What follows belongs to an exercise in optimizing a design on an open flow for small area, a short achievable clock period and few clock cycles per item; a production flow would make more cautious choices.
No functional check of the RTL was part of any run shown here.

File: flow/config.mk
export PLATFORM = sky130hd
export DESIGN_NAME = bch
export DESIGN_NICKNAME = bch
export VERILOG_FILES = /design/flow/design.v
export SDC_FILE = /design/flow/constraint.sdc
export NUM_CORES = 4
export LEC_CHECK = 0
export ABC_AREA = 1
export CAP_MARGIN = 20
export CORE_MARGIN = 2
export CORE_UTILIZATION = 40
export SETUP_SLACK_MARGIN = 3.9
export SLEW_MARGIN = 20
File: flow/constraint.sdc
create_clock -name core_clock -period 6.5 [get_ports {i_clk}]
set_input_delay 1.3000 -clock core_clock [delete_from_list [all_inputs] [get_ports {i_clk}]]
set_output_delay 1.3000 -clock core_clock [all_outputs]
set_load 0.01 [all_outputs]
File: flow/design.v
`default_nettype none
module bch (
	input  logic        i_clk,
	input  logic        i_arst_n,
	input  logic        i_set,
	input  logic [63:0] i_data,
	output logic        o_ready,
	output logic        o_finish,
	output logic [9:0]  o_data
);
	function automatic [9:0] qsolve(input [9:0] x);
		qsolve[0] = 1'b0;
		qsolve[1] = x[2] ^ x[4] ^ x[7];
		qsolve[2] = x[3] ^ x[4] ^ x[6] ^ x[7];
		qsolve[3] = x[1] ^ x[2] ^ x[4] ^ x[6] ^ x[9];
		qsolve[4] = x[3] ^ x[6] ^ x[7] ^ x[8] ^ x[9];
		qsolve[5] = x[0] ^ x[3] ^ x[6] ^ x[7] ^ x[9];
		qsolve[6] = x[7] ^ x[9];
		qsolve[7] = x[8] ^ x[9];
		qsolve[8] = x[6] ^ x[7] ^ x[9];
		qsolve[9] = x[8];
	endfunction
	function automatic [4:0] t_inv32(input [4:0] x);
		t_inv32[0] = 32'hbd89b432 >> x;
		t_inv32[1] = 32'hba357164 >> x;
		t_inv32[2] = 32'h4c98f3e8 >> x;
		t_inv32[3] = 32'h8a7ba4d8 >> x;
		t_inv32[4] = 32'hed3a0d2c >> x;
	endfunction
	function automatic [4:0] t_l31(input [4:0] x);
		t_l31[0] = 32'h1afb9244 >> x;
		t_l31[1] = 32'hb7903954 >> x;
		t_l31[2] = 32'h2dd584d8 >> x;
		t_l31[3] = 32'ha37162ac >> x;
		t_l31[4] = 32'h7a6628f0 >> x;
	endfunction
	function automatic [4:0] t_l31m3(input [4:0] x);
		t_l31m3[0] = 32'hb41365b4 >> x;
		t_l31m3[1] = 32'h68e77418 >> x;
		t_l31m3[2] = 32'h5f497224 >> x;
		t_l31m3[3] = 32'h4e8a29dc >> x;
		t_l31m3[4] = 32'h939957c >> x;
	endfunction
	function automatic [5:0] t_l33(input [4:0] x);
		t_l33[0] = 32'h69555995 >> x;
		t_l33[1] = 32'hf0c300ff >> x;
		t_l33[2] = 32'h63be30a6 >> x;
		t_l33[3] = 32'h5e952365 >> x;
		t_l33[4] = 32'h56651daa >> x;
		t_l33[5] = 32'h8000 >> x;
	endfunction
	function automatic [5:0] t_l33m3(input [4:0] x);
		t_l33m3[0] = 32'h965a9a64 >> x;
		t_l33m3[1] = 32'hcf33fcc0 >> x;
		t_l33m3[2] = 32'h7a2e688c >> x;
		t_l33m3[3] = 32'ha6d66bb8 >> x;
		t_l33m3[4] = 32'h95996594 >> x;
		t_l33m3[5] = 32'h0 >> x;
	endfunction
	function automatic [4:0] t_sq(input [4:0] x);
		t_sq[0] = 32'ha3be4c2d >> x;
		t_sq[1] = 32'hb51df26 >> x;
		t_sq[2] = 32'h6a3be4c2 >> x;
		t_sq[3] = 32'h30b51df2 >> x;
		t_sq[4] = 32'h7c985a8e >> x;
	endfunction
	function automatic [4:0] t_ki(input [5:0] x);
		t_ki[0] = 64'h1237cfb12 >> x;
		t_ki[1] = 64'h13c2010f2 >> x;
		t_ki[2] = 64'h1779327ba >> x;
		t_ki[3] = 64'hc81b604c >> x;
		t_ki[4] = 64'h18e9fe5c6 >> x;
	endfunction
	function automatic [4:0] t_kt(input [5:0] x);
		t_kt[0] = 64'h1e7d8948d >> x;
		t_kt[1] = 64'h1008794f0 >> x;
		t_kt[2] = 64'h993dd5de >> x;
		t_kt[3] = 64'hdb026320 >> x;
		t_kt[4] = 64'hff2e363a >> x;
	endfunction
	function automatic [9:0] t_a(input [4:0] x);
		t_a[0] = 32'h4ccccccc >> x;
		t_a[1] = 32'h70f0f0f0 >> x;
		t_a[2] = 32'h7f00ff00 >> x;
		t_a[3] = 32'h7fff0000 >> x;
		t_a[4] = 32'h2aaaaaaa >> x;
		t_a[5] = 32'h4ccccccc >> x;
		t_a[6] = 32'h70f0f0f0 >> x;
		t_a[7] = 32'h7f00ff00 >> x;
		t_a[8] = 32'h7fff0000 >> x;
		t_a[9] = 32'h2aaaaaaa >> x;
	endfunction
	function automatic [9:0] t_b(input [5:0] x);
		t_b[0] = 64'h199999998 >> x;
		t_b[1] = 64'h1e1e1e1e0 >> x;
		t_b[2] = 64'h1fe01fe00 >> x;
		t_b[3] = 64'h1fffe0000 >> x;
		t_b[4] = 64'haaaaaaaa >> x;
		t_b[5] = 64'h66666666 >> x;
		t_b[6] = 64'h1e1e1e1e >> x;
		t_b[7] = 64'h1fe01fe >> x;
		t_b[8] = 64'h1fffe >> x;
		t_b[9] = 64'h155555554 >> x;
	endfunction
	function automatic [4:0] m32(input [4:0] a, input [4:0] b);
		logic [8:0] p;
		p = '0;
		for (int i = 0; i < 5; i++)
			if (b[i])
				p = p ^ (9'(a) << i);
		for (int i = 8; i >= 5; i--)
			if (p[i])
				p = p ^ (9'b100101 << (i - 5));
		m32 = p[4:0];
	endfunction
	function automatic [4:0] sq32(input [4:0] a);
		sq32 = m32(a, a);
	endfunction
	function automatic [4:0] add31(input [4:0] a, input [4:0] b);
		logic [4:0] kg0;
		logic [4:0] kp0;
		logic [4:0] kg1;
		logic [4:0] kp1;
		logic [4:0] kg2;
		logic [4:0] kp2;
		logic [4:0] kg3;
		logic [4:0] kp3;
		logic [4:0] h;
		logic c;
		kg0 = a & b;
		kp0 = a ^ b;
		h = kp0;
		kg1[0] = kg0[0];
		kp1[0] = kp0[0];
		kg1[1] = kg0[1] | (kp0[1] & kg0[0]);
		kp1[1] = kp0[1] & kp0[0];
		kg1[2] = kg0[2] | (kp0[2] & kg0[1]);
		kp1[2] = kp0[2] & kp0[1];
		kg1[3] = kg0[3] | (kp0[3] & kg0[2]);
		kp1[3] = kp0[3] & kp0[2];
		kg1[4] = kg0[4] | (kp0[4] & kg0[3]);
		kp1[4] = kp0[4] & kp0[3];
		kg2[0] = kg1[0];
		kp2[0] = kp1[0];
		kg2[1] = kg1[1];
		kp2[1] = kp1[1];
		kg2[2] = kg1[2] | (kp1[2] & kg1[0]);
		kp2[2] = kp1[2] & kp1[0];
		kg2[3] = kg1[3] | (kp1[3] & kg1[1]);
		kp2[3] = kp1[3] & kp1[1];
		kg2[4] = kg1[4] | (kp1[4] & kg1[2]);
		kp2[4] = kp1[4] & kp1[2];
		kg3[0] = kg2[0];
		kp3[0] = kp2[0];
		kg3[1] = kg2[1];
		kp3[1] = kp2[1];
		kg3[2] = kg2[2];
		kp3[2] = kp2[2];
		kg3[3] = kg2[3];
		kp3[3] = kp2[3];
		kg3[4] = kg2[4] | (kp2[4] & kg2[0]);
		kp3[4] = kp2[4] & kp2[0];
		c = kg3[4] | kp3[4];
		add31[0] = h[0] ^ c;
		add31[1] = h[1] ^ (kg3[0] | (kp3[0] & c));
		add31[2] = h[2] ^ (kg3[1] | (kp3[1] & c));
		add31[3] = h[3] ^ (kg3[2] | (kp3[2] & c));
		add31[4] = h[4] ^ (kg3[3] | (kp3[3] & c));
	endfunction
	function automatic [9:0] add1023(input [9:0] a, input [9:0] b);
		logic [9:0] kg0;
		logic [9:0] kp0;
		logic [9:0] kg1;
		logic [9:0] kp1;
		logic [9:0] kg2;
		logic [9:0] kp2;
		logic [9:0] kg3;
		logic [9:0] kp3;
		logic [9:0] kg4;
		logic [9:0] kp4;
		logic [9:0] h;
		logic c;
		kg0 = a & b;
		kp0 = a ^ b;
		h = kp0;
		kg1[0] = kg0[0];
		kp1[0] = kp0[0];
		kg1[1] = kg0[1] | (kp0[1] & kg0[0]);
		kp1[1] = kp0[1] & kp0[0];
		kg1[2] = kg0[2] | (kp0[2] & kg0[1]);
		kp1[2] = kp0[2] & kp0[1];
		kg1[3] = kg0[3] | (kp0[3] & kg0[2]);
		kp1[3] = kp0[3] & kp0[2];
		kg1[4] = kg0[4] | (kp0[4] & kg0[3]);
		kp1[4] = kp0[4] & kp0[3];
		kg1[5] = kg0[5] | (kp0[5] & kg0[4]);
		kp1[5] = kp0[5] & kp0[4];
		kg1[6] = kg0[6] | (kp0[6] & kg0[5]);
		kp1[6] = kp0[6] & kp0[5];
		kg1[7] = kg0[7] | (kp0[7] & kg0[6]);
		kp1[7] = kp0[7] & kp0[6];
		kg1[8] = kg0[8] | (kp0[8] & kg0[7]);
		kp1[8] = kp0[8] & kp0[7];
		kg1[9] = kg0[9] | (kp0[9] & kg0[8]);
		kp1[9] = kp0[9] & kp0[8];
		kg2[0] = kg1[0];
		kp2[0] = kp1[0];
		kg2[1] = kg1[1];
		kp2[1] = kp1[1];
		kg2[2] = kg1[2] | (kp1[2] & kg1[0]);
		kp2[2] = kp1[2] & kp1[0];
		kg2[3] = kg1[3] | (kp1[3] & kg1[1]);
		kp2[3] = kp1[3] & kp1[1];
		kg2[4] = kg1[4] | (kp1[4] & kg1[2]);
		kp2[4] = kp1[4] & kp1[2];
		kg2[5] = kg1[5] | (kp1[5] & kg1[3]);
		kp2[5] = kp1[5] & kp1[3];
		kg2[6] = kg1[6] | (kp1[6] & kg1[4]);
		kp2[6] = kp1[6] & kp1[4];
		kg2[7] = kg1[7] | (kp1[7] & kg1[5]);
		kp2[7] = kp1[7] & kp1[5];
		kg2[8] = kg1[8] | (kp1[8] & kg1[6]);
		kp2[8] = kp1[8] & kp1[6];
		kg2[9] = kg1[9] | (kp1[9] & kg1[7]);
		kp2[9] = kp1[9] & kp1[7];
		kg3[0] = kg2[0];
		kp3[0] = kp2[0];
		kg3[1] = kg2[1];
		kp3[1] = kp2[1];
		kg3[2] = kg2[2];
		kp3[2] = kp2[2];
		kg3[3] = kg2[3];
		kp3[3] = kp2[3];
		kg3[4] = kg2[4] | (kp2[4] & kg2[0]);
		kp3[4] = kp2[4] & kp2[0];
		kg3[5] = kg2[5] | (kp2[5] & kg2[1]);
		kp3[5] = kp2[5] & kp2[1];
		kg3[6] = kg2[6] | (kp2[6] & kg2[2]);
		kp3[6] = kp2[6] & kp2[2];
		kg3[7] = kg2[7] | (kp2[7] & kg2[3]);
		kp3[7] = kp2[7] & kp2[3];
		kg3[8] = kg2[8] | (kp2[8] & kg2[4]);
		kp3[8] = kp2[8] & kp2[4];
		kg3[9] = kg2[9] | (kp2[9] & kg2[5]);
		kp3[9] = kp2[9] & kp2[5];
		kg4[0] = kg3[0];
		kp4[0] = kp3[0];
		kg4[1] = kg3[1];
		kp4[1] = kp3[1];
		kg4[2] = kg3[2];
		kp4[2] = kp3[2];
		kg4[3] = kg3[3];
		kp4[3] = kp3[3];
		kg4[4] = kg3[4];
		kp4[4] = kp3[4];
		kg4[5] = kg3[5];
		kp4[5] = kp3[5];
		kg4[6] = kg3[6];
		kp4[6] = kp3[6];
		kg4[7] = kg3[7];
		kp4[7] = kp3[7];
		kg4[8] = kg3[8] | (kp3[8] & kg3[0]);
		kp4[8] = kp3[8] & kp3[0];
		kg4[9] = kg3[9] | (kp3[9] & kg3[1]);
		kp4[9] = kp3[9] & kp3[1];
		c = kg4[9] | kp4[9];
		add1023[0] = h[0] ^ c;
		add1023[1] = h[1] ^ (kg4[0] | (kp4[0] & c));
		add1023[2] = h[2] ^ (kg4[1] | (kp4[1] & c));
		add1023[3] = h[3] ^ (kg4[2] | (kp4[2] & c));
		add1023[4] = h[4] ^ (kg4[3] | (kp4[3] & c));
		add1023[5] = h[5] ^ (kg4[4] | (kp4[4] & c));
		add1023[6] = h[6] ^ (kg4[5] | (kp4[5] & c));
		add1023[7] = h[7] ^ (kg4[6] | (kp4[6] & c));
		add1023[8] = h[8] ^ (kg4[7] | (kp4[7] & c));
		add1023[9] = h[9] ^ (kg4[8] | (kp4[8] & c));
	endfunction
	function automatic lt10(input [9:0] a, input [9:0] bn);
		logic [9:0] kg0;
		logic [9:0] kp0;
		logic [9:0] kg1;
		logic [9:0] kp1;
		logic [9:0] kg2;
		logic [9:0] kp2;
		logic [9:0] kg3;
		logic [9:0] kp3;
		logic [9:0] kg4;
		logic [9:0] kp4;
		logic [9:0] h;
		logic [9:0] b;
		logic c;
		b = ~bn;
		kg0 = a & b;
		kp0 = a ^ b;
		h = kp0;
		kg1[0] = kg0[0];
		kp1[0] = kp0[0];
		kg1[1] = kg0[1] | (kp0[1] & kg0[0]);
		kp1[1] = kp0[1] & kp0[0];
		kg1[2] = kg0[2] | (kp0[2] & kg0[1]);
		kp1[2] = kp0[2] & kp0[1];
		kg1[3] = kg0[3] | (kp0[3] & kg0[2]);
		kp1[3] = kp0[3] & kp0[2];
		kg1[4] = kg0[4] | (kp0[4] & kg0[3]);
		kp1[4] = kp0[4] & kp0[3];
		kg1[5] = kg0[5] | (kp0[5] & kg0[4]);
		kp1[5] = kp0[5] & kp0[4];
		kg1[6] = kg0[6] | (kp0[6] & kg0[5]);
		kp1[6] = kp0[6] & kp0[5];
		kg1[7] = kg0[7] | (kp0[7] & kg0[6]);
		kp1[7] = kp0[7] & kp0[6];
		kg1[8] = kg0[8] | (kp0[8] & kg0[7]);
		kp1[8] = kp0[8] & kp0[7];
		kg1[9] = kg0[9] | (kp0[9] & kg0[8]);
		kp1[9] = kp0[9] & kp0[8];
		kg2[0] = kg1[0];
		kp2[0] = kp1[0];
		kg2[1] = kg1[1];
		kp2[1] = kp1[1];
		kg2[2] = kg1[2] | (kp1[2] & kg1[0]);
		kp2[2] = kp1[2] & kp1[0];
		kg2[3] = kg1[3] | (kp1[3] & kg1[1]);
		kp2[3] = kp1[3] & kp1[1];
		kg2[4] = kg1[4] | (kp1[4] & kg1[2]);
		kp2[4] = kp1[4] & kp1[2];
		kg2[5] = kg1[5] | (kp1[5] & kg1[3]);
		kp2[5] = kp1[5] & kp1[3];
		kg2[6] = kg1[6] | (kp1[6] & kg1[4]);
		kp2[6] = kp1[6] & kp1[4];
		kg2[7] = kg1[7] | (kp1[7] & kg1[5]);
		kp2[7] = kp1[7] & kp1[5];
		kg2[8] = kg1[8] | (kp1[8] & kg1[6]);
		kp2[8] = kp1[8] & kp1[6];
		kg2[9] = kg1[9] | (kp1[9] & kg1[7]);
		kp2[9] = kp1[9] & kp1[7];
		kg3[0] = kg2[0];
		kp3[0] = kp2[0];
		kg3[1] = kg2[1];
		kp3[1] = kp2[1];
		kg3[2] = kg2[2];
		kp3[2] = kp2[2];
		kg3[3] = kg2[3];
		kp3[3] = kp2[3];
		kg3[4] = kg2[4] | (kp2[4] & kg2[0]);
		kp3[4] = kp2[4] & kp2[0];
		kg3[5] = kg2[5] | (kp2[5] & kg2[1]);
		kp3[5] = kp2[5] & kp2[1];
		kg3[6] = kg2[6] | (kp2[6] & kg2[2]);
		kp3[6] = kp2[6] & kp2[2];
		kg3[7] = kg2[7] | (kp2[7] & kg2[3]);
		kp3[7] = kp2[7] & kp2[3];
		kg3[8] = kg2[8] | (kp2[8] & kg2[4]);
		kp3[8] = kp2[8] & kp2[4];
		kg3[9] = kg2[9] | (kp2[9] & kg2[5]);
		kp3[9] = kp2[9] & kp2[5];
		kg4[0] = kg3[0];
		kp4[0] = kp3[0];
		kg4[1] = kg3[1];
		kp4[1] = kp3[1];
		kg4[2] = kg3[2];
		kp4[2] = kp3[2];
		kg4[3] = kg3[3];
		kp4[3] = kp3[3];
		kg4[4] = kg3[4];
		kp4[4] = kp3[4];
		kg4[5] = kg3[5];
		kp4[5] = kp3[5];
		kg4[6] = kg3[6];
		kp4[6] = kp3[6];
		kg4[7] = kg3[7];
		kp4[7] = kp3[7];
		kg4[8] = kg3[8] | (kp3[8] & kg3[0]);
		kp4[8] = kp3[8] & kp3[0];
		kg4[9] = kg3[9] | (kp3[9] & kg3[1]);
		kp4[9] = kp3[9] & kp3[1];
		lt10 = !(kg4[9] | kp4[9]);
	endfunction
	function automatic [6:0] a6(input [5:0] a, input [5:0] b);
		logic [5:0] kg0;
		logic [5:0] kp0;
		logic [5:0] kg1;
		logic [5:0] kp1;
		logic [5:0] kg2;
		logic [5:0] kp2;
		logic [5:0] kg3;
		logic [5:0] kp3;
		logic [5:0] h;
		logic c;
		kg0 = a & b;
		kp0 = a ^ b;
		h = kp0;
		kg1[0] = kg0[0];
		kp1[0] = kp0[0];
		kg1[1] = kg0[1] | (kp0[1] & kg0[0]);
		kp1[1] = kp0[1] & kp0[0];
		kg1[2] = kg0[2] | (kp0[2] & kg0[1]);
		kp1[2] = kp0[2] & kp0[1];
		kg1[3] = kg0[3] | (kp0[3] & kg0[2]);
		kp1[3] = kp0[3] & kp0[2];
		kg1[4] = kg0[4] | (kp0[4] & kg0[3]);
		kp1[4] = kp0[4] & kp0[3];
		kg1[5] = kg0[5] | (kp0[5] & kg0[4]);
		kp1[5] = kp0[5] & kp0[4];
		kg2[0] = kg1[0];
		kp2[0] = kp1[0];
		kg2[1] = kg1[1];
		kp2[1] = kp1[1];
		kg2[2] = kg1[2] | (kp1[2] & kg1[0]);
		kp2[2] = kp1[2] & kp1[0];
		kg2[3] = kg1[3] | (kp1[3] & kg1[1]);
		kp2[3] = kp1[3] & kp1[1];
		kg2[4] = kg1[4] | (kp1[4] & kg1[2]);
		kp2[4] = kp1[4] & kp1[2];
		kg2[5] = kg1[5] | (kp1[5] & kg1[3]);
		kp2[5] = kp1[5] & kp1[3];
		kg3[0] = kg2[0];
		kp3[0] = kp2[0];
		kg3[1] = kg2[1];
		kp3[1] = kp2[1];
		kg3[2] = kg2[2];
		kp3[2] = kp2[2];
		kg3[3] = kg2[3];
		kp3[3] = kp2[3];
		kg3[4] = kg2[4] | (kp2[4] & kg2[0]);
		kp3[4] = kp2[4] & kp2[0];
		kg3[5] = kg2[5] | (kp2[5] & kg2[1]);
		kp3[5] = kp2[5] & kp2[1];
		a6[0] = h[0];
		a6[1] = h[1] ^ kg3[0];
		a6[2] = h[2] ^ kg3[1];
		a6[3] = h[3] ^ kg3[2];
		a6[4] = h[4] ^ kg3[3];
		a6[5] = h[5] ^ kg3[4];
		a6[6] = kg3[5];
	endfunction
	function automatic [7:0] a7(input [6:0] a, input [6:0] b);
		logic [6:0] kg0;
		logic [6:0] kp0;
		logic [6:0] kg1;
		logic [6:0] kp1;
		logic [6:0] kg2;
		logic [6:0] kp2;
		logic [6:0] kg3;
		logic [6:0] kp3;
		logic [6:0] h;
		logic c;
		kg0 = a & b;
		kp0 = a ^ b;
		h = kp0;
		kg1[0] = kg0[0];
		kp1[0] = kp0[0];
		kg1[1] = kg0[1] | (kp0[1] & kg0[0]);
		kp1[1] = kp0[1] & kp0[0];
		kg1[2] = kg0[2] | (kp0[2] & kg0[1]);
		kp1[2] = kp0[2] & kp0[1];
		kg1[3] = kg0[3] | (kp0[3] & kg0[2]);
		kp1[3] = kp0[3] & kp0[2];
		kg1[4] = kg0[4] | (kp0[4] & kg0[3]);
		kp1[4] = kp0[4] & kp0[3];
		kg1[5] = kg0[5] | (kp0[5] & kg0[4]);
		kp1[5] = kp0[5] & kp0[4];
		kg1[6] = kg0[6] | (kp0[6] & kg0[5]);
		kp1[6] = kp0[6] & kp0[5];
		kg2[0] = kg1[0];
		kp2[0] = kp1[0];
		kg2[1] = kg1[1];
		kp2[1] = kp1[1];
		kg2[2] = kg1[2] | (kp1[2] & kg1[0]);
		kp2[2] = kp1[2] & kp1[0];
		kg2[3] = kg1[3] | (kp1[3] & kg1[1]);
		kp2[3] = kp1[3] & kp1[1];
		kg2[4] = kg1[4] | (kp1[4] & kg1[2]);
		kp2[4] = kp1[4] & kp1[2];
		kg2[5] = kg1[5] | (kp1[5] & kg1[3]);
		kp2[5] = kp1[5] & kp1[3];
		kg2[6] = kg1[6] | (kp1[6] & kg1[4]);
		kp2[6] = kp1[6] & kp1[4];
		kg3[0] = kg2[0];
		kp3[0] = kp2[0];
		kg3[1] = kg2[1];
		kp3[1] = kp2[1];
		kg3[2] = kg2[2];
		kp3[2] = kp2[2];
		kg3[3] = kg2[3];
		kp3[3] = kp2[3];
		kg3[4] = kg2[4] | (kp2[4] & kg2[0]);
		kp3[4] = kp2[4] & kp2[0];
		kg3[5] = kg2[5] | (kp2[5] & kg2[1]);
		kp3[5] = kp2[5] & kp2[1];
		kg3[6] = kg2[6] | (kp2[6] & kg2[2]);
		kp3[6] = kp2[6] & kp2[2];
		a7[0] = h[0];
		a7[1] = h[1] ^ kg3[0];
		a7[2] = h[2] ^ kg3[1];
		a7[3] = h[3] ^ kg3[2];
		a7[4] = h[4] ^ kg3[3];
		a7[5] = h[5] ^ kg3[4];
		a7[6] = h[6] ^ kg3[5];
		a7[7] = kg3[6];
	endfunction
	function automatic [5:0] add33(input [5:0] x, input [5:0] y);
		logic [5:0] sv;
		logic [5:0] cv;
		logic [6:0] s;
		logic [7:0] t;
		sv = x ^ y ^ 6'd31;
		cv = (x & y) | ((x | y) & 6'd31);
		s  = a6(x, y);
		t  = a7({1'b0, sv}, {cv, 1'b0});   
		add33 = t[6] ? t[5:0] : s[5:0];
	endfunction
	logic       busy;
	logic       rdy;
	logic [3:0] cnt;
	logic       last;
	logic       last_q;
	logic       busy_q;
	logic       fin;
	assign o_ready = rdy;
	assign last    = busy && (cnt == 4'd15);
	always_ff @(posedge i_clk or negedge i_arst_n) begin
		if (!i_arst_n) begin
			busy   <= 1'b0;
			rdy    <= 1'b1;
			cnt    <= '0;
			last_q <= 1'b0;
			busy_q <= 1'b0;
			fin    <= 1'b0;
		end else begin
			last_q <= last;
			busy_q <= busy;
			fin    <= last_q;
			cnt    <= cnt + 1'b1;
			if (!busy) begin
				cnt  <= 4'd1;
				busy <= i_set;
				rdy  <= !i_set;
			end else if (last) begin
				busy <= 1'b0;
				rdy  <= 1'b1;
			end
		end
	end
	logic [63:0] dm;
	logic [63:0] dq;
	logic [9:0]  acc1;
	logic [9:0]  acc3;
	logic [9:0]  fb1;
	logic [9:0]  fb3;
	always_ff @(posedge i_clk) begin
		dq <= {i_data[63] && !last, i_data[62:0]};   
	end
	assign dm  = dq;
	assign fb1 = busy_q ? acc1 : 10'd0;
	assign fb3 = busy_q ? acc3 : 10'd0;
	logic [333:0] sx;
	assign sx[0] = dm[5] ^ dm[53];
	assign sx[1] = dm[34] ^ dm[52];
	assign sx[2] = dm[33] ^ dm[46];
	assign sx[3] = dm[7] ^ dm[60];
	assign sx[4] = dm[27] ^ dm[29];
	assign sx[5] = dm[54] ^ dm[57];
	assign sx[6] = dm[17] ^ dm[58];
	assign sx[7] = dm[10] ^ dm[37];
	assign sx[8] = dm[31] ^ dm[62];
	assign sx[9] = dm[0] ^ dm[20];
	assign sx[10] = dm[14] ^ dm[55];
	assign sx[11] = dm[11] ^ dm[48];
	assign sx[12] = dm[1] ^ dm[56];
	assign sx[13] = dm[23] ^ sx[0];
	assign sx[14] = dm[15] ^ sx[3];
	assign sx[15] = dm[12] ^ dm[38];
	assign sx[16] = dm[36] ^ dm[45];
	assign sx[17] = dm[24] ^ dm[61];
	assign sx[18] = dm[9] ^ dm[18];
	assign sx[19] = dm[49] ^ dm[51];
	assign sx[20] = dm[35] ^ dm[59];
	assign sx[21] = dm[4] ^ sx[8];
	assign sx[22] = dm[6] ^ sx[6];
	assign sx[23] = dm[3] ^ sx[7];
	assign sx[24] = dm[21] ^ sx[2];
	assign sx[25] = sx[1] ^ sx[4];
	assign sx[26] = dm[13] ^ sx[5];
	assign sx[27] = dm[47] ^ sx[12];
	assign sx[28] = fb3[7] ^ dm[43];
	assign sx[29] = dm[16] ^ dm[26];
	assign sx[30] = dm[42] ^ sx[10];
	assign sx[31] = sx[9] ^ sx[11];
	assign sx[32] = dm[40] ^ sx[18];
	assign sx[33] = sx[13] ^ sx[20];
	assign sx[34] = sx[14] ^ sx[15];
	assign sx[35] = fb3[4] ^ fb3[5];
	assign sx[36] = fb3[8] ^ dm[22];
	assign sx[37] = dm[19] ^ dm[44];
	assign sx[38] = dm[2] ^ dm[50];
	assign sx[39] = fb3[9] ^ sx[17];
	assign sx[40] = sx[19] ^ sx[25];
	assign sx[41] = fb1[4] ^ dm[28];
	assign sx[42] = fb1[7] ^ dm[43];
	assign sx[43] = dm[30] ^ dm[32];
	assign sx[44] = fb3[6] ^ dm[39];
	assign sx[45] = fb3[3] ^ sx[28];
	assign sx[46] = dm[48] ^ sx[21];
	assign sx[47] = sx[16] ^ sx[27];
	assign sx[48] = sx[23] ^ sx[29];
	assign sx[49] = sx[16] ^ sx[24];
	assign sx[50] = dm[20] ^ sx[26];
	assign sx[51] = sx[31] ^ sx[34];
	assign sx[52] = dm[25] ^ dm[47];
	assign sx[53] = fb1[5] ^ dm[53];
	assign sx[54] = dm[22] ^ dm[41];
	assign sx[55] = fb1[1] ^ dm[18];
	assign sx[56] = dm[32] ^ dm[56];
	assign sx[57] = fb3[2] ^ dm[34];
	assign sx[58] = dm[8] ^ sx[36];
	assign sx[59] = fb1[3] ^ sx[1];
	assign sx[60] = fb1[6] ^ sx[41];
	assign sx[61] = sx[19] ^ sx[35];
	assign sx[62] = dm[33] ^ sx[11];
	assign sx[63] = dm[40] ^ sx[0];
	assign sx[64] = sx[4] ^ sx[32];
	assign sx[65] = dm[3] ^ sx[22];
	assign sx[66] = fb3[0] ^ sx[39];
	assign sx[67] = sx[9] ^ sx[33];
	assign sx[68] = dm[59] ^ sx[46];
	assign sx[69] = dm[29] ^ sx[33];
	assign sx[70] = fb1[9] ^ sx[40];
	assign sx[71] = dm[0] ^ dm[28];
	assign sx[72] = dm[25] ^ dm[54];
	assign sx[73] = fb1[4] ^ dm[8];
	assign sx[74] = fb1[0] ^ dm[61];
	assign sx[75] = fb1[3] ^ dm[12];
	assign sx[76] = dm[14] ^ dm[15];
	assign sx[77] = fb3[1] ^ dm[17];
	assign sx[78] = fb3[8] ^ dm[44];
	assign sx[79] = dm[19] ^ dm[46];
	assign sx[80] = fb1[2] ^ dm[30];
	assign sx[81] = dm[42] ^ dm[63];
	assign sx[82] = dm[26] ^ dm[39];
	assign sx[83] = dm[16] ^ dm[24];
	assign sx[84] = fb3[9] ^ dm[51];
	assign sx[85] = fb1[2] ^ dm[7];
	assign sx[86] = dm[58] ^ sx[38];
	assign sx[87] = sx[2] ^ sx[17];
	assign sx[88] = sx[37] ^ sx[81];
	assign sx[89] = sx[6] ^ sx[12];
	assign sx[90] = sx[8] ^ sx[43];
	assign sx[91] = dm[11] ^ sx[10];
	assign sx[92] = fb1[8] ^ sx[55];
	assign sx[93] = dm[60] ^ sx[54];
	assign sx[94] = dm[2] ^ sx[52];
	assign sx[95] = sx[42] ^ sx[74];
	assign sx[96] = sx[15] ^ sx[53];
	assign sx[97] = sx[35] ^ sx[84];
	assign sx[98] = sx[38] ^ sx[76];
	assign sx[99] = sx[2] ^ sx[28];
	assign sx[100] = sx[5] ^ sx[37];
	assign sx[101] = sx[14] ^ sx[88];
	assign sx[102] = sx[22] ^ sx[57];
	assign sx[103] = dm[1] ^ sx[25];
	assign sx[104] = sx[60] ^ sx[92];
	assign sx[105] = sx[27] ^ sx[30];
	assign sx[106] = dm[9] ^ sx[63];
	assign sx[107] = sx[26] ^ sx[45];
	assign sx[108] = dm[13] ^ sx[89];
	assign sx[109] = dm[4] ^ sx[30];
	assign sx[110] = sx[30] ^ sx[79];
	assign sx[111] = dm[26] ^ sx[61];
	assign sx[112] = sx[13] ^ sx[32];
	assign sx[113] = sx[39] ^ sx[58];
	assign sx[114] = dm[5] ^ sx[24];
	assign sx[115] = sx[59] ^ sx[87];
	assign sx[116] = sx[62] ^ sx[95];
	assign sx[117] = dm[45] ^ sx[21];
	assign sx[118] = sx[48] ^ sx[93];
	assign sx[119] = sx[34] ^ sx[112];
	assign sx[120] = dm[38] ^ sx[50];
	assign sx[121] = sx[47] ^ sx[91];
	assign sx[122] = sx[56] ^ sx[64];
	assign sx[123] = dm[14] ^ sx[65];
	assign sx[124] = sx[66] ^ sx[102];
	assign sx[125] = sx[49] ^ sx[73];
	assign sx[126] = dm[35] ^ sx[50];
	assign sx[127] = sx[31] ^ sx[49];
	assign sx[128] = dm[41] ^ sx[51];
	assign sx[129] = sx[42] ^ sx[70];
	assign sx[130] = sx[69] ^ sx[104];
	assign sx[131] = dm[57] ^ sx[68];
	assign sx[132] = sx[67] ^ sx[122];
	assign sx[133] = sx[51] ^ sx[82];
	assign sx[134] = dm[0] ^ dm[16];
	assign sx[135] = dm[36] ^ sx[72];
	assign sx[136] = sx[75] ^ sx[134];
	assign sx[137] = sx[13] ^ sx[24];
	assign sx[138] = sx[60] ^ sx[90];
	assign sx[139] = sx[135] ^ sx[136];
	assign sx[140] = sx[101] ^ sx[137];
	assign sx[141] = sx[138] ^ sx[139];
	assign sx[142] = sx[70] ^ sx[123];
	assign sx[143] = sx[140] ^ sx[141];
	assign sx[144] = sx[142] ^ sx[143];
	assign sx[145] = dm[49] ^ dm[52];
	assign sx[146] = sx[41] ^ sx[145];
	assign sx[147] = sx[22] ^ sx[146];
	assign sx[148] = sx[105] ^ sx[116];
	assign sx[149] = sx[147] ^ sx[119];
	assign sx[150] = sx[126] ^ sx[148];
	assign sx[151] = sx[149] ^ sx[150];
	assign sx[152] = fb1[0] ^ fb1[9];
	assign sx[153] = dm[2] ^ dm[22];
	assign sx[154] = dm[31] ^ sx[43];
	assign sx[155] = sx[152] ^ sx[153];
	assign sx[156] = sx[14] ^ sx[23];
	assign sx[157] = sx[26] ^ sx[154];
	assign sx[158] = sx[155] ^ sx[115];
	assign sx[159] = sx[156] ^ sx[157];
	assign sx[160] = sx[121] ^ sx[158];
	assign sx[161] = sx[159] ^ sx[130];
	assign sx[162] = sx[160] ^ sx[161];
	assign sx[163] = fb1[4] ^ dm[10];
	assign sx[164] = dm[50] ^ sx[55];
	assign sx[165] = sx[80] ^ sx[163];
	assign sx[166] = sx[100] ^ sx[164];
	assign sx[167] = sx[165] ^ sx[114];
	assign sx[168] = sx[117] ^ sx[166];
	assign sx[169] = sx[167] ^ sx[168];
	assign sx[170] = sx[129] ^ sx[133];
	assign sx[171] = sx[169] ^ sx[170];
	assign sx[172] = fb1[8] ^ dm[37];
	assign sx[173] = sx[3] ^ sx[29];
	assign sx[174] = sx[53] ^ sx[80];
	assign sx[175] = sx[172] ^ sx[22];
	assign sx[176] = sx[173] ^ sx[174];
	assign sx[177] = sx[47] ^ sx[115];
	assign sx[178] = sx[175] ^ sx[176];
	assign sx[179] = sx[68] ^ sx[120];
	assign sx[180] = sx[177] ^ sx[178];
	assign sx[181] = sx[179] ^ sx[180];
	assign sx[182] = dm[3] ^ dm[52];
	assign sx[183] = sx[182] ^ sx[108];
	assign sx[184] = sx[110] ^ sx[183];
	assign sx[185] = sx[130] ^ sx[133];
	assign sx[186] = sx[184] ^ sx[185];
	assign sx[187] = dm[37] ^ dm[39];
	assign sx[188] = sx[18] ^ sx[38];
	assign sx[189] = sx[54] ^ sx[71];
	assign sx[190] = sx[72] ^ sx[85];
	assign sx[191] = sx[187] ^ sx[96];
	assign sx[192] = sx[188] ^ sx[189];
	assign sx[193] = sx[190] ^ sx[65];
	assign sx[194] = sx[191] ^ sx[192];
	assign sx[195] = sx[121] ^ sx[193];
	assign sx[196] = sx[194] ^ sx[129];
	assign sx[197] = sx[195] ^ sx[196];
	assign sx[198] = fb1[1] ^ dm[27];
	assign sx[199] = sx[198] ^ sx[32];
	assign sx[200] = sx[59] ^ sx[96];
	assign sx[201] = sx[98] ^ sx[48];
	assign sx[202] = sx[108] ^ sx[199];
	assign sx[203] = sx[200] ^ sx[125];
	assign sx[204] = sx[201] ^ sx[202];
	assign sx[205] = sx[131] ^ sx[203];
	assign sx[206] = sx[204] ^ sx[205];
	assign sx[207] = fb1[6] ^ dm[25];
	assign sx[208] = dm[51] ^ dm[52];
	assign sx[209] = sx[7] ^ sx[10];
	assign sx[210] = sx[83] ^ sx[85];
	assign sx[211] = sx[207] ^ sx[208];
	assign sx[212] = sx[86] ^ sx[100];
	assign sx[213] = sx[209] ^ sx[210];
	assign sx[214] = sx[211] ^ sx[212];
	assign sx[215] = sx[213] ^ sx[125];
	assign sx[216] = sx[214] ^ sx[132];
	assign sx[217] = sx[215] ^ sx[216];
	assign sx[218] = fb1[5] ^ dm[8];
	assign sx[219] = dm[13] ^ dm[17];
	assign sx[220] = sx[56] ^ sx[75];
	assign sx[221] = sx[218] ^ sx[219];
	assign sx[222] = sx[220] ^ sx[221];
	assign sx[223] = sx[40] ^ sx[106];
	assign sx[224] = sx[109] ^ sx[116];
	assign sx[225] = sx[222] ^ sx[118];
	assign sx[226] = sx[223] ^ sx[224];
	assign sx[227] = sx[225] ^ sx[226];
	assign sx[228] = dm[30] ^ dm[54];
	assign sx[229] = dm[62] ^ sx[77];
	assign sx[230] = sx[228] ^ sx[23];
	assign sx[231] = sx[27] ^ sx[58];
	assign sx[232] = sx[99] ^ sx[229];
	assign sx[233] = sx[40] ^ sx[101];
	assign sx[234] = sx[230] ^ sx[231];
	assign sx[235] = sx[232] ^ sx[67];
	assign sx[236] = sx[233] ^ sx[234];
	assign sx[237] = sx[235] ^ sx[236];
	assign sx[238] = dm[46] ^ sx[0];
	assign sx[239] = sx[43] ^ sx[78];
	assign sx[240] = sx[21] ^ sx[238];
	assign sx[241] = sx[239] ^ sx[47];
	assign sx[242] = sx[48] ^ sx[64];
	assign sx[243] = sx[240] ^ sx[124];
	assign sx[244] = sx[241] ^ sx[242];
	assign sx[245] = sx[128] ^ sx[243];
	assign sx[246] = sx[244] ^ sx[245];
	assign sx[247] = fb3[5] ^ dm[21];
	assign sx[248] = dm[37] ^ dm[50];
	assign sx[249] = sx[52] ^ sx[247];
	assign sx[250] = sx[248] ^ sx[63];
	assign sx[251] = sx[90] ^ sx[249];
	assign sx[252] = sx[103] ^ sx[107];
	assign sx[253] = sx[113] ^ sx[250];
	assign sx[254] = sx[251] ^ sx[252];
	assign sx[255] = sx[253] ^ sx[128];
	assign sx[256] = sx[254] ^ sx[255];
	assign sx[257] = dm[10] ^ dm[36];
	assign sx[258] = dm[58] ^ sx[1];
	assign sx[259] = sx[29] ^ sx[44];
	assign sx[260] = sx[257] ^ sx[61];
	assign sx[261] = sx[94] ^ sx[258];
	assign sx[262] = sx[259] ^ sx[110];
	assign sx[263] = sx[113] ^ sx[260];
	assign sx[264] = sx[261] ^ sx[119];
	assign sx[265] = sx[262] ^ sx[263];
	assign sx[266] = sx[131] ^ sx[264];
	assign sx[267] = sx[265] ^ sx[266];
	assign sx[268] = fb3[7] ^ dm[11];
	assign sx[269] = dm[28] ^ dm[53];
	assign sx[270] = dm[62] ^ sx[18];
	assign sx[271] = sx[37] ^ sx[44];
	assign sx[272] = sx[268] ^ sx[269];
	assign sx[273] = sx[86] ^ sx[270];
	assign sx[274] = sx[271] ^ sx[272];
	assign sx[275] = sx[66] ^ sx[103];
	assign sx[276] = sx[273] ^ sx[274];
	assign sx[277] = sx[118] ^ sx[126];
	assign sx[278] = sx[275] ^ sx[276];
	assign sx[279] = sx[277] ^ sx[278];
	assign sx[280] = fb3[2] ^ dm[7];
	assign sx[281] = dm[27] ^ sx[6];
	assign sx[282] = sx[36] ^ sx[44];
	assign sx[283] = sx[71] ^ sx[83];
	assign sx[284] = sx[280] ^ sx[45];
	assign sx[285] = sx[281] ^ sx[282];
	assign sx[286] = sx[283] ^ sx[46];
	assign sx[287] = sx[105] ^ sx[114];
	assign sx[288] = sx[284] ^ sx[285];
	assign sx[289] = sx[286] ^ sx[287];
	assign sx[290] = sx[288] ^ sx[289];
	assign sx[291] = dm[1] ^ dm[6];
	assign sx[292] = dm[24] ^ dm[27];
	assign sx[293] = dm[32] ^ dm[39];
	assign sx[294] = sx[3] ^ sx[20];
	assign sx[295] = sx[78] ^ sx[291];
	assign sx[296] = sx[292] ^ sx[293];
	assign sx[297] = sx[23] ^ sx[97];
	assign sx[298] = sx[294] ^ sx[295];
	assign sx[299] = sx[296] ^ sx[107];
	assign sx[300] = sx[109] ^ sx[297];
	assign sx[301] = sx[298] ^ sx[127];
	assign sx[302] = sx[299] ^ sx[300];
	assign sx[303] = sx[301] ^ sx[302];
	assign sx[304] = sx[5] ^ sx[45];
	assign sx[305] = sx[94] ^ sx[106];
	assign sx[306] = sx[111] ^ sx[304];
	assign sx[307] = sx[124] ^ sx[127];
	assign sx[308] = sx[305] ^ sx[306];
	assign sx[309] = sx[307] ^ sx[308];
	assign sx[310] = fb3[0] ^ fb3[3];
	assign sx[311] = fb3[6] ^ dm[21];
	assign sx[312] = dm[32] ^ dm[42];
	assign sx[313] = dm[45] ^ dm[60];
	assign sx[314] = sx[7] ^ sx[17];
	assign sx[315] = sx[36] ^ sx[77];
	assign sx[316] = sx[310] ^ sx[311];
	assign sx[317] = sx[312] ^ sx[313];
	assign sx[318] = sx[62] ^ sx[98];
	assign sx[319] = sx[314] ^ sx[315];
	assign sx[320] = sx[316] ^ sx[317];
	assign sx[321] = sx[111] ^ sx[318];
	assign sx[322] = sx[319] ^ sx[320];
	assign sx[323] = sx[69] ^ sx[120];
	assign sx[324] = sx[321] ^ sx[322];
	assign sx[325] = sx[323] ^ sx[324];
	assign sx[326] = fb3[1] ^ dm[12];
	assign sx[327] = sx[44] ^ sx[57];
	assign sx[328] = sx[326] ^ sx[97];
	assign sx[329] = sx[99] ^ sx[327];
	assign sx[330] = sx[117] ^ sx[328];
	assign sx[331] = sx[329] ^ sx[123];
	assign sx[332] = sx[330] ^ sx[132];
	assign sx[333] = sx[331] ^ sx[332];
	always_ff @(posedge i_clk) begin
		acc1[0] <= sx[144];
		acc1[1] <= sx[151];
		acc1[2] <= sx[162];
		acc1[3] <= sx[171];
		acc1[4] <= sx[181];
		acc1[5] <= sx[186];
		acc1[6] <= sx[197];
		acc1[7] <= sx[206];
		acc1[8] <= sx[217];
		acc1[9] <= sx[227];
		acc3[0] <= sx[237];
		acc3[1] <= sx[246];
		acc3[2] <= sx[256];
		acc3[3] <= sx[267];
		acc3[4] <= sx[279];
		acc3[5] <= sx[290];
		acc3[6] <= sx[303];
		acc3[7] <= sx[309];
		acc3[8] <= sx[325];
		acc3[9] <= sx[333];
	end
	logic [9:0] lin;      
	logic [9:0] lx;
	logic [4:0] qt;       
	logic [4:0] qn;       
	logic       qbz;      
	logic [4:0] raw31;
	logic [5:0] raw33;
	logic [4:0] m3_31;
	logic [5:0] m3_33;
	assign lx = fin ? acc1 : lin;
	always_ff @(posedge i_clk) begin
		qt  <= m32(lx[4:0], t_inv32(lx[9:5]));
		qn  <= sq32(lx[4:0]) ^ m32(lx[4:0], lx[9:5]) ^ sq32(lx[9:5]);
		qbz <= (lx[9:5] == 5'd0);
	end
	assign raw31 = t_l31(qn);
	assign raw33 = qbz ? 6'd0 : t_l33(qt);
	assign m3_31 = t_l31m3(qn);
	assign m3_33 = qbz ? 6'd0 : t_l33m3(qt);
	logic [8:0] st;       
	logic [4:0] r1_31;    
	logic [5:0] r1_33;
	logic [4:0] r_31;     
	logic [5:0] r_33;
	logic [4:0] op31;
	logic [5:0] op33;
	logic       s1z;      
	logic       s3z;      
	logic       single;
	logic       nosol;    
	logic       sgl_n;
	logic [4:0] esq;
	logic [9:0] ex;
	logic [9:0] p;
	logic [9:0] p1;
	logic [9:0] od;
	logic       of;
	logic [1:0] ocnt;
	logic       od_lt;
	logic       empty;
	always_ff @(posedge i_clk or negedge i_arst_n) begin
		if (!i_arst_n) begin
			st <= '0;
		end else begin
			st <= {st[7:0], fin};
		end
	end
	assign op31 = st[1] ? r_31 : r1_31;
	assign op33 = st[1] ? r_33 : r1_33;
	assign sgl_n = !s3z && (r_31 == 5'd0) && (r_33 == 6'd0);
	assign esq   = t_sq(r_31);
	logic [9:0] exq;
	logic       sglq;
	assign ex    = {m32(esq, t_ki(r_33)), m32(esq, t_kt(r_33))};
	always_ff @(posedge i_clk) begin
		exq  <= ex;
		sglq <= sgl_n;
	end
	assign p     = add1023(t_a(r_31), t_b(r_33));
	assign od_lt = lt10(od, p1);
	assign empty = s1z || (!single && nosol);
	always_ff @(posedge i_clk) begin
		if (fin) begin
			s1z <= (acc1 == 10'd0);
			lin <= acc3;
		end else if (st[3]) begin
			lin <= sglq ? 10'd1 : s3z ? 10'd32 : (qsolve(exq) ^ 10'd32);
		end else begin
			lin <= lin ^ 10'd1;
		end
		if (st[0]) begin
			s3z   <= (lin == 10'd0);
			r1_31 <= raw31;
			r1_33 <= raw33;
		end
		if (st[3]) begin
			single <= sglq;
			nosol  <= !s3z && ^(exq & 10'd288);
		end
		if (st[0]) begin
			r_31 <= m3_31;
			r_33 <= m3_33;
		end else begin
			r_31 <= add31(raw31, op31);
			r_33 <= add33(raw33, op33);
		end
		if (st[6] || (st[8] && !od_lt))
			p1 <= st[6] ? p : od;
	end
	assign o_finish = of;
	assign o_data   = od;
	always_ff @(posedge i_clk or negedge i_arst_n) begin
		if (!i_arst_n) begin
			of   <= 1'b0;
			ocnt <= '0;
		end else begin
			if (st[8]) begin
				of   <= 1'b1;
				ocnt <= empty ? 2'd0 : single ? 2'd1 : 2'd2;
			end else if (of) begin
				if (ocnt == 2'd0)
					of <= 1'b0;
				else
					ocnt <= ocnt - 1'b1;
			end
		end
	end
	always_ff @(posedge i_clk) begin
		if (st[7]) begin
			od <= p;
		end else if (st[8]) begin
			if (empty)
				od <= 10'd1023;
			else if (single || !od_lt)
				od <= p1;
		end else if (ocnt == 2'd2) begin
			od <= p1;
		end else begin
			od <= 10'd1023;
		end
	end
endmodule
`default_nettype wire
File: flow/flow/run.sh
#!/bin/bash
# Standard layout, but the port buffers are sky130_fd_sc_hd__buf_4 instead of the delay
# buffer buffer_ports picks by default. Everything else is the standard flow's own flow (standard.sh).
set -euo pipefail
bash standard.sh "BUFFER_PORTS_ARGS=-buffer_cell sky130_fd_sc_hd__buf_4" finish > standard.log 2>&1
File: flow/standard.sh
#!/bin/bash
# synth_recipe.tcl (not shown) runs the flow's synth.tcl, then flattens the netlist and writes it again
# the make line also repeats each setting of config.mk as NAME=value (left out here)
make -C /OpenROAD-flow-scripts/flow DESIGN_CONFIG=/design/flow/config.mk WORK_HOME=/design/flow/orfs CLKGATE_MAP_FILE= SYNTH_SCRIPT=/design/flow/synth_recipe.tcl "${@:-finish}"
==> summary.txt, run 1 <==
Worst setup path
The type of the worst setup path is flip-flop to flip-flop. STA classifies the critical path endpoint as a flip-flop. The critical path data required time is 6.83 ns.

The critical path startpoint category is a flip-flop. The critical-path maximum fanout is 5. The signal arrival time at the worst endpoint is between 3 and 4 ns.

STA
Summed over all failing endpoints, the final setup total negative slack is 0 ns. The total count of hold-check failures in the final report is 0. Based on the critical path, the design can be clocked at up to 0.3161 GHz. At the pin with the least slew margin, the transition time is 0.8030 ns. Counting I/O delays and the setup requirement, the final critical path takes 3.164 ns. The final number of setup-violating endpoints is 0. The slack of the critical path is between 3 and 4 ns. Measured against its own limit, the worst slew margin works out to 46.27%.

The final clock period utilization by the worst path is around 49%. The final count of pins violating max slew is 0. The worst setup skew after layout is around 0.019 ns. Setup repair after global routing could not meet its margin everywhere.

Synthesis
For this run, the number of Yosys warnings is 1. The sequential cell area fraction in the yosys report is 26.17%. The largest family of logic cells by synthesized area is simple AND/OR/NAND/NOR gates. After Yosys synthesis, and, or, nand and nor cells account for 31.61% of the synthesized area.

The synthesized design contains 183 register bits. The average cell area after synthesis is 6.716 um2. In this run, synthesis inferred 44 flip-flops with an integrated enable. The most frequently used flop master after synthesis is dfxtp_1. The top cell type by total area after synthesis is nand2_1. The portion of synthesized area spent on multiplexers is 0%.

Ranked by total cell area, the synthesized netlist is headed by nand2_1, dfxtp_1, xor2_1, edfxtp_1, inv_1. The synthesized netlist devotes roughly 6.4% of its cell area to adder and majority cells. After synthesis the cells add up to 16090 um2.

After technology mapping, the gate count stands at 2395. Summing the areas of all compound-gate instances in the mapped netlist gives under 10% of the synthesized area. Counting instances in the post-synthesis netlist gives the leading cell types as nand2_1, inv_1, nand3_1. The share of the synthesized area in the top cell type is between 10% and 20%. The xor/xnor share of the synthesized area is 18.55%. The library cell with the highest instance count after synthesis is nand2_1. The total nets after synthesis is 2543. In this run, distinct cell masters in the synthesized netlist total 62. The post-synthesis async set-or-reset flop share is 11.48%.

Global route
The number of global-route vias before repair was 14720. Global routing finished with a remaining overflow of 0. The initial antenna violation count was 0.

The first global-routing pass estimated 75.96 mm of wire. The largest net degree at the start of global routing is 30. In the global route stage, overall resource usage came out at between 20% and 30%.

Place
At the end of routability-driven placement, the weighted congestion stood at 0.9465. Counting tap cells, the placed design contains a total of 2952 instances. In this run the tool buffered the top-level ports with 78 buffer cells. The wire-length estimate of the detail-placed layout is 36.06 mm. Before CTS, the worst setup slack after placement is 2.934 ns.

Layout
Excluding fillers, the count of instances in the completed layout stands at 3079. The fraction of final layout cells with drive strength greater than 1 is 17.19%. The net count of the finished layout is 2690. The area overhead of the layout relative to synthesis is 20.43%.

The number of antenna diodes is 0. The area taken by flip-flops and latches is 4272 um2. Fill cells in the final layout number ~3900. For this run, the share of the core covered by cells in the final layout is 48.76%.

In the final layout, the multi-input gates occupy 11200 um2.

Clock tree
The clock sink count is 183. The deepest level of the CTS H-tree is 4. In this run, post-CTS hold repair placed 0 buffers. Counting the buffers created by CTS gives 17.

The cell at the root of the clock tree is clkbuf_16. The maximum buffer depth of the clock tree is 2. TritonCTS built the clock tree. Clock latency on the worst-skew pair, taken at its later pin, is around 0.47 ns.

The register clock-pin slew on the reported worst setup and hold paths is 0.08 ns.

Die
The starting density of the core is around 40%. The area of the core is between 30000 and 40000 um2. Measured along the y axis, the die boundary spans 204.5 um. The area enclosed by the die boundary is 41830 um2. Measured along the x axis, the die boundary spans 204.5 um. 79 I/O pins were placed. The number of placement rows is 73.

Routing
The total DRC errors in the routed layout is 0. After detailed routing, the total wire length is 47.46 mm. The total vias in the final route is ~16000. The pre-antenna-repair detailed-routing pass consisted of 5 iterations. The detailed router finished its first iteration with 1060 violations. The remaining number of nets flagged by the antenna check after routing is 0. The average wire per cell in the routed design is 15.41 um. After detailed routing, the number of vias per cell comes to 5.040.

Outcome
The flow ran to the end and the layout has no timing, DRC or antenna violations.

Flow run
Max-cap violations in this run came to 0.

Min path
The path category of the worst min-delay check is flip-flop to flip-flop.
registers in the layout, summed over array words and instances, names as in the netlist, 9 cells and up:
register / cells
dq: 64
acc1: 10
od: 10
st: 9
lin: 10
p1: 10
acc3: 10
exq: 10
layout by cell type, fill, tap and decap left out, drive strengths merged, types with 10 or more instances in the layout:
| cell | synthesis | final |
|---|---|---|
| clkbuf | 22 | 23 |
| ha | 78 | 78 |
| nor2 | 147 | 147 |
| inv | 312 | 313 |
| a21oi | 65 | 65 |
| edfxtp | 44 | 44 |
| dfxtp | 118 | 118 |
| nor3 | 17 | 17 |
| o31ai | 13 | 13 |
| buf | 28 | 174 |
| nand3 | 226 | 227 |
| nand2 | 784 | 785 |
| dfrtp | 20 | 20 |
| nand3b | 17 | 17 |
| xnor2 | 113 | 113 |
| or2 | 10 | 10 |
| xor2 | 214 | 214 |
| o21ai | 100 | 100 |
final timing paths:
kind / cells past startpoint / end / startpoint / slack, ns
worst min-delay path: 0 / st[5] / st[4] / 0.35
worst max register to register: 23 / r_33[4] / qt[0] / 3.34
max in group asynchronous: 1 / rdy / i_arst_n / 5.51
worst max-delay path: 23 / r_33[4] / qt[0] / 3.34
worst min register to register: 0 / st[5] / st[4] / 0.35
min in group asynchronous: 1 / st[5] / i_arst_n / 0.71
metrics by stage:
step | instance area, um2 | hold slack [ns]
after detailed placement | 17310 | 0.3356
after global routing | 19370 | 0.3643
final | 19370 | 0.3513
after global placement | 17310 | 0.3329
after floorplan | 16350 | 0.3312
after CTS | 18880 | 0.3544
timing repair:
action	4_1_cts	5_1_grt
cloned	3	1
setup endpoints to repair	53	51
hold endpoints to repair	0	0
setup buffers	69	23
gates resized for setup	141	73
pin swaps	51	43
critical path, stage by stage, from the launching register on:
cell	delay, ns
dfxtp_4	0.37
inv_6	0.04
ha_4	0.30
nand2_4	0.05
inv_4	0.07
nor2_4	0.03
inv_2	0.06
nor3_4	0.04
a2111oi_4	0.36
inv_2	0.08
ha_4	0.29
inv_4	0.04
ha_4	0.25
nand3_2	0.07
nand2_2	0.08
inv_2	0.04
o21bai_1	0.14
nand2_1	0.07
nand2_1	0.09
inv_1	0.05
nand2_2	0.09
nand2_4	0.09
o211ai_1	0.19
o21ai_1	0.10
layout make-up:
cell class                      count  area share (%)
Timing Repair inverter              1         0.02583
Clock buffer                       22           2.403
Timing Repair Buffer              175           7.260
Clock inverter                      9          0.5296
Inverter                          314           6.504
Sequential cell                   183           22.05
Tap cell                          525           3.391
Multi-Input combinational cell   1850           57.84
cell families after synthesis:
group,after synthesis
XOR/XNOR,327
buffers and inverters,364
AND/OR/NAND/NOR,1218
AO/OA/AOI/OAI,222
flip-flops,183
adder cells (fa/ha/maj),81
metal layers:
layer	routed length, um	share of wire, %	track usage, %
met5	0	0	0
met4	1780	3.8	9.265
met3	2056	4.3	2.689
met2	23000	48	39.36
met1	20620	43	28.52
==> inputs of run 2 (changes only) <==
--- a/flow/design.v
+++ b/flow/design.v
@@ -514,6 +514,4 @@
 	logic [3:0] cnt;
 	logic       last;
-	logic       last_q;
-	logic       busy_q;
 	logic       fin;
 	assign o_ready = rdy;
@@ -524,11 +522,7 @@
 			rdy    <= 1'b1;
 			cnt    <= '0;
-			last_q <= 1'b0;
-			busy_q <= 1'b0;
 			fin    <= 1'b0;
 		end else begin
-			last_q <= last;
-			busy_q <= busy;
-			fin    <= last_q;
+			fin    <= last;
 			cnt    <= cnt + 1'b1;
 			if (!busy) begin
@@ -543,15 +537,11 @@
 	end
 	logic [63:0] dm;
-	logic [63:0] dq;
 	logic [9:0]  acc1;
 	logic [9:0]  acc3;
 	logic [9:0]  fb1;
 	logic [9:0]  fb3;
-	always_ff @(posedge i_clk) begin
-		dq <= {i_data[63] && !last, i_data[62:0]};   
-	end
-	assign dm  = dq;
-	assign fb1 = busy_q ? acc1 : 10'd0;
-	assign fb3 = busy_q ? acc3 : 10'd0;
+	assign dm  = {i_data[63] && !last, i_data[62:0]};   
+	assign fb1 = busy ? acc1 : 10'd0;
+	assign fb3 = busy ? acc3 : 10'd0;
 	logic [333:0] sx;
 	assign sx[0] = dm[5] ^ dm[53];
@@ -911,4 +901,7 @@
 		acc3[9] <= sx[333];
 	end
+	logic [8:0] st;       
+	logic [4:0] r_31;     
+	logic [5:0] r_33;
 	logic [9:0] lin;      
 	logic [9:0] lx;
@@ -921,7 +914,15 @@
 	logic [5:0] m3_33;
 	assign lx = fin ? acc1 : lin;
+	logic [4:0] opa;
+	logic [4:0] op1b;
+	logic [4:0] op2b;
+	logic [4:0] esq;
+	assign esq  = t_sq(r_31);
+	assign opa  = st[2] ? esq : lx[4:0];
+	assign op1b = st[2] ? t_ki(r_33) : t_inv32(lx[9:5]);
+	assign op2b = st[2] ? t_kt(r_33) : lx[9:5];
 	always_ff @(posedge i_clk) begin
-		qt  <= m32(lx[4:0], t_inv32(lx[9:5]));
-		qn  <= sq32(lx[4:0]) ^ m32(lx[4:0], lx[9:5]) ^ sq32(lx[9:5]);
+		qt  <= m32(opa, op1b);
+		qn  <= m32(opa, op2b) ^ (st[2] ? 5'd0 : (sq32(lx[4:0]) ^ sq32(lx[9:5])));
 		qbz <= (lx[9:5] == 5'd0);
 	end
@@ -930,9 +931,6 @@
 	assign m3_31 = t_l31m3(qn);
 	assign m3_33 = qbz ? 6'd0 : t_l33m3(qt);
-	logic [8:0] st;       
 	logic [4:0] r1_31;    
 	logic [5:0] r1_33;
-	logic [4:0] r_31;     
-	logic [5:0] r_33;
 	logic [4:0] op31;
 	logic [5:0] op33;
@@ -942,6 +940,4 @@
 	logic       nosol;    
 	logic       sgl_n;
-	logic [4:0] esq;
-	logic [9:0] ex;
 	logic [9:0] p;
 	logic [9:0] p1;
@@ -961,10 +957,8 @@
 	assign op33 = st[1] ? r_33 : r1_33;
 	assign sgl_n = !s3z && (r_31 == 5'd0) && (r_33 == 6'd0);
-	assign esq   = t_sq(r_31);
 	logic [9:0] exq;
 	logic       sglq;
-	assign ex    = {m32(esq, t_ki(r_33)), m32(esq, t_kt(r_33))};
+	assign exq = {qt, qn};
 	always_ff @(posedge i_clk) begin
-		exq  <= ex;
 		sglq <= sgl_n;
 	end
--- a/flow/config.mk
+++ b/flow/config.mk
@@ -10,4 +10,4 @@
 export CORE_MARGIN = 2
 export CORE_UTILIZATION = 40
-export SETUP_SLACK_MARGIN = 3.9
+export SETUP_SLACK_MARGIN = 3.4
 export SLEW_MARGIN = 20
==> summary.txt, run 2 <==
Layout
The end-of-flow core utilization is 47.72% (-1.0 points). The fraction of final layout cells with drive strength greater than 1 is 18.36% (+1.2 points). Leaving out fill and tap cells, the most frequent cell in the layout is nand2_1. The area overhead of the layout relative to synthesis is 17.64%.

The number of antenna diodes came to 0 (unchanged). The final net count is 2141 (-20%). Leaving out fill and tap cells, the most frequent cells in the layout are nand2_1, xor2_1, inv_1.

STA
Setup repair after global routing could not meet its margin everywhere. The slack of the critical path is 3.303 ns (-0.03376 ns). The fmax is 0.3128 GHz (-1.1%).

The final number of setup-violating endpoints is 0 (unchanged). The final count of pins violating max slew was 0 (unchanged). The total negative slack is 0 ns (unchanged). The final clock period utilization by the worst path was 49.19% (+0.52 points). The remaining max-slew budget at the tightest pin is 28.90% (-17 points). The worst-margin pin slew is 1.059 ns (+0.2564 ns). The final critical-path required period is 3.197 ns (+0.03376 ns).

The worst setup skew after layout came to 0.009233 ns (-0.009568 ns). The total count of hold-check failures in the final report is 0 (unchanged). The worst hold slack after final layout is 0.3413 ns (-0.009958 ns).

Routing
The total vias in the final route is 12440 (-20%). The final wirelength is 39.80 mm (-16%). The total iterations of the first detailed-routing run was 8 (+3). The average wire per cell in the routed design is 16.34 um (+6.0%).

The average vias per placed instance is 5.106 (+1.3%). The first-iteration detailed-routing DRC count is 1152 (+8.7%). The remaining number of nets flagged by the antenna check after routing is 0 (unchanged). The total DRC errors in the routed layout was 0 (unchanged).

Synthesis
The top cell type by total area after synthesis is nand2_1. The number of enable flip-flop cells after synthesis is 44 (unchanged). In the post-synthesis netlist, the biggest area contributors are nand2_1, xor2_1, edfxtp_1, xnor2_1, ha_1.

Sorting the synthesized cells by how often they occur yields nand2_1, inv_1, xor2_1. The count of synthesis-stage warnings from yosys is 1 (unchanged). For this run, the leading register cell type out of synthesis is edfxtp_1. The share of the synthesized area in the top cell type is 14.11% (-3.8 points).

The number of distinct library cell variants in the gate-level netlist after synthesis came to 59 (-4.8%). The post-synthesis cell count was 1877 (-22%). The library cell with the highest instance count after synthesis is nand2_1. The average cell area after synthesis was 7.014 um2 (+4.4%). The number of register bits inferred by synthesis came to 107 (-42%). The total nets after synthesis is 2029 (-20%). The area of the mapped netlist is 13170 um2 (-18%). The sequential cell area fraction in the yosys report is 20.35% (-5.8 points). The post-synthesis async set-or-reset flop share is 17.76% (+6.3 points).

Worst setup path
The setup slack on the worst flop-to-flop path is 3.30 ns (-0.03 ns). The path depth of the worst reg2reg path came to 19 (-17%). The type of the worst setup path is flip-flop to flip-flop. The critical path startpoint category is a flip-flop. The critical path data required time is 6.75 ns (-0.08 ns). The endpoint identified for the worst register-to-register timing path is r_33[3].

STA classifies the critical path endpoint as a flip-flop. The signal arrival time at the worst endpoint was 3.45 ns (-0.05 ns). The launching instance or port of the critical path is qt[0].

The worst register-to-register path begins at qt[0]. The critical-path maximum fanout is 5 (unchanged).

Outcome
The run finished with no timing, DRC or antenna violations.

Die
The number of placement rows came to 66 (-9.6%). The starting density of the core is 40.57% (+0.081 points). The area of the core came to 32450 um2 (-18%). The die height is 185.4 um (-9.3%). The number of top-level design ports is 79 (unchanged).

The die outline width was 185.4 um (-9.3%). The area enclosed by the die boundary is 34380 um2 (-18%).

Global route
The number of global-route vias before repair came to 11390 (-23%). The first-pass GRT wire length is 61.53 mm (-19%). The aggregate global routing overflow is 0 (unchanged). The largest net degree at the start of global routing is 28 (-6.7%).

The initial antenna violation count was 2 (+2). The global routing usage summed across all routing layers is 23.03% (+0.34 points).

Min path
The worst hold path terminates at st[5]. The min-delay analysis places its worst path in the category flip-flop to flip-flop. The hold path depth is 0 (unchanged). In this run the most critical hold path is launched from st[4].

Place
The number of buffers added on ports came to 78 (unchanged). The final weighted congestion of routability-driven global placement is 0.9885 (+4.4%). The pre-CTS worst setup slack is 2.658 ns (-0.2763 ns). The half-perimeter wire length after placement is 31.53 mm (-13%).

Clock tree
The number of clock buffers inserted by TritonCTS is 9 (-8). The deepest level of the CTS H-tree is 3 (-1). TritonCTS built the clock tree. The later-pin clock latency in the skew report is 0.36 ns (-0.11 ns). The cell at the root of the clock tree is clkbuf_16. The number of hold-repair buffers added at the cts stage is 0 (unchanged). The maximum buffer depth of the clock tree came to 2 (unchanged). The clock sink count is 107 (-42%). The register clock-pin slew on the reported worst setup and hold paths is 0.08 ns (about the same).

Flow run
The total of max-cap violations is 0 (unchanged).
run 2: cell count changes in the layout (fill, tap and decap cells not counted), moves of 10 or more:
cell and change:
clkbuf_16 -10, inv_1 -84, o21ai_0 +14, nand2_1 -257, nand3b_1 -10, dfxtp_1 -76
xnor2_2 +10, nor2_1 -11, xor2_2 +11, nand3_1 -82, buf_4 -22
run 2: critical path, cell delays in order, from the launching register on:
cell and delay, ns:
dfxtp_4 0.39, inv_8 0.04, ha_4 0.29, nand2_4 0.08, o21ai_4 0.08, nor2_4 0.04
inv_1 0.06, a21oi_2 0.05, nor3_2 0.19, ha_1 0.30, inv_2 0.09, ha_4 0.21
a21oi_2 0.15, nand2_2 0.08, inv_2 0.06, o21bai_1 0.07, a21oi_2 0.26, xor2_2 0.25
o21ai_1 0.10, a32o_2 0.29
run 2: through the flow:
| stage | std cells | area [um2] |
|---|---|---|
| 2_1_floorplan | 1877 | 13230 |
| 3_3_place_gp | 2357 | 14160 |
| 3_5_place_dp | 2357 | 14160 |
| 4_1_cts | 2413 | 15010 |
| 5_1_grt | 2436 | 15490 |
| 6_report | 2436 | 15490 |
run 2: layout make-up:
class,instances,area [um2]
Sequential cell,107,2740
Inverter,226,918.4
Clock inverter,7,67.56
Timing Repair Buffer,141,1060
Multi-Input combinational cell,1504,9923
Fill cell,3323,16970
Tap cell,442,553.0
Clock buffer,9,225.2
run 2: how the worst max path moves through the flow:
stage / end / slack [ns] / cells after the start
final: r_33[3] / 3.30 / 19
after global routing: r_33[0] / 3.14 / 19
after CTS: r_33[3] / 3.32 / 19
after detailed placement: r_33[2] / 2.66 / 16
after global placement: r_33[0] / 2.66 / 16
after floorplan: r_33[3] / 3.41 / 20
run 2: metal layers:
metal / vias to the layer above / wire length, um / global-route usage [%]
met5: - / 0 / 0
met4: 0 / 645 / 5.048
met3: 45 / 2021 / 1.986
met2: 385 / 17820 / 36.12
met1: 5825 / 19320 / 34.13
li1: 6183 / - / -
run 2: what timing repair did:
action | CTS | global route
buffers inserted | 40 | 22
setup endpoints to repair | 33 | 41
gates resized for setup | 87 | 86
gates cloned | 0 | 1
pin swaps | 22 | 34
run 2: cell families (layout without fill, tap and decap cells):
family / count (synthesis) / in the layout / share of synthesized area, %
fa+ha+maj: 85 / 85 / 8.249
buf+inv: 267 / 383 / 8.145
xor+xnor: 368 / 368 / 27.13
simple gates: 819 / 820 / 25.99
compound gates: 231 / 231 / 10.13
flops: 107 / 107 / 20.35

separate check: timing with driven ports:
In the flow no input, the clock included, has a driving cell. The finished layouts below were timed again as built, in two steps.
Step 1 sets driving cells, clkbuf_16 on the clock port and buf_2 on the other inputs (assumed; they add their load-dependent delay and slew).
Step 2 also shifts input and output timing later by t, the mid clock arrival at the registers, as if the neighbouring blocks saw the same clock.
a / b / c = ideal / step 1 / step 2; a / b = the first two.
run | shift t [ns] | setup WS [ns] | hold slack, ns | slew at the worst register clock pin (ns) | worst slew at a driven data input, ns
run 1 | 0.518 | 3.336 / 3.336 / 3.336 | 0.351 / 0.351 / 0.351 | 0.08 / 0.08 | 0.04
run 2 | 0.411 | 3.303 / 3.303 / 3.151 | 0.341 / 0.341 / 0.341 | 0.08 / 0.08 | 0.04
After both steps every run listed still meets setup and hold. For run 2, which loses most, drivers alone change the setup slack by 0.000 ns; drivers and shift together by -0.152 ns.
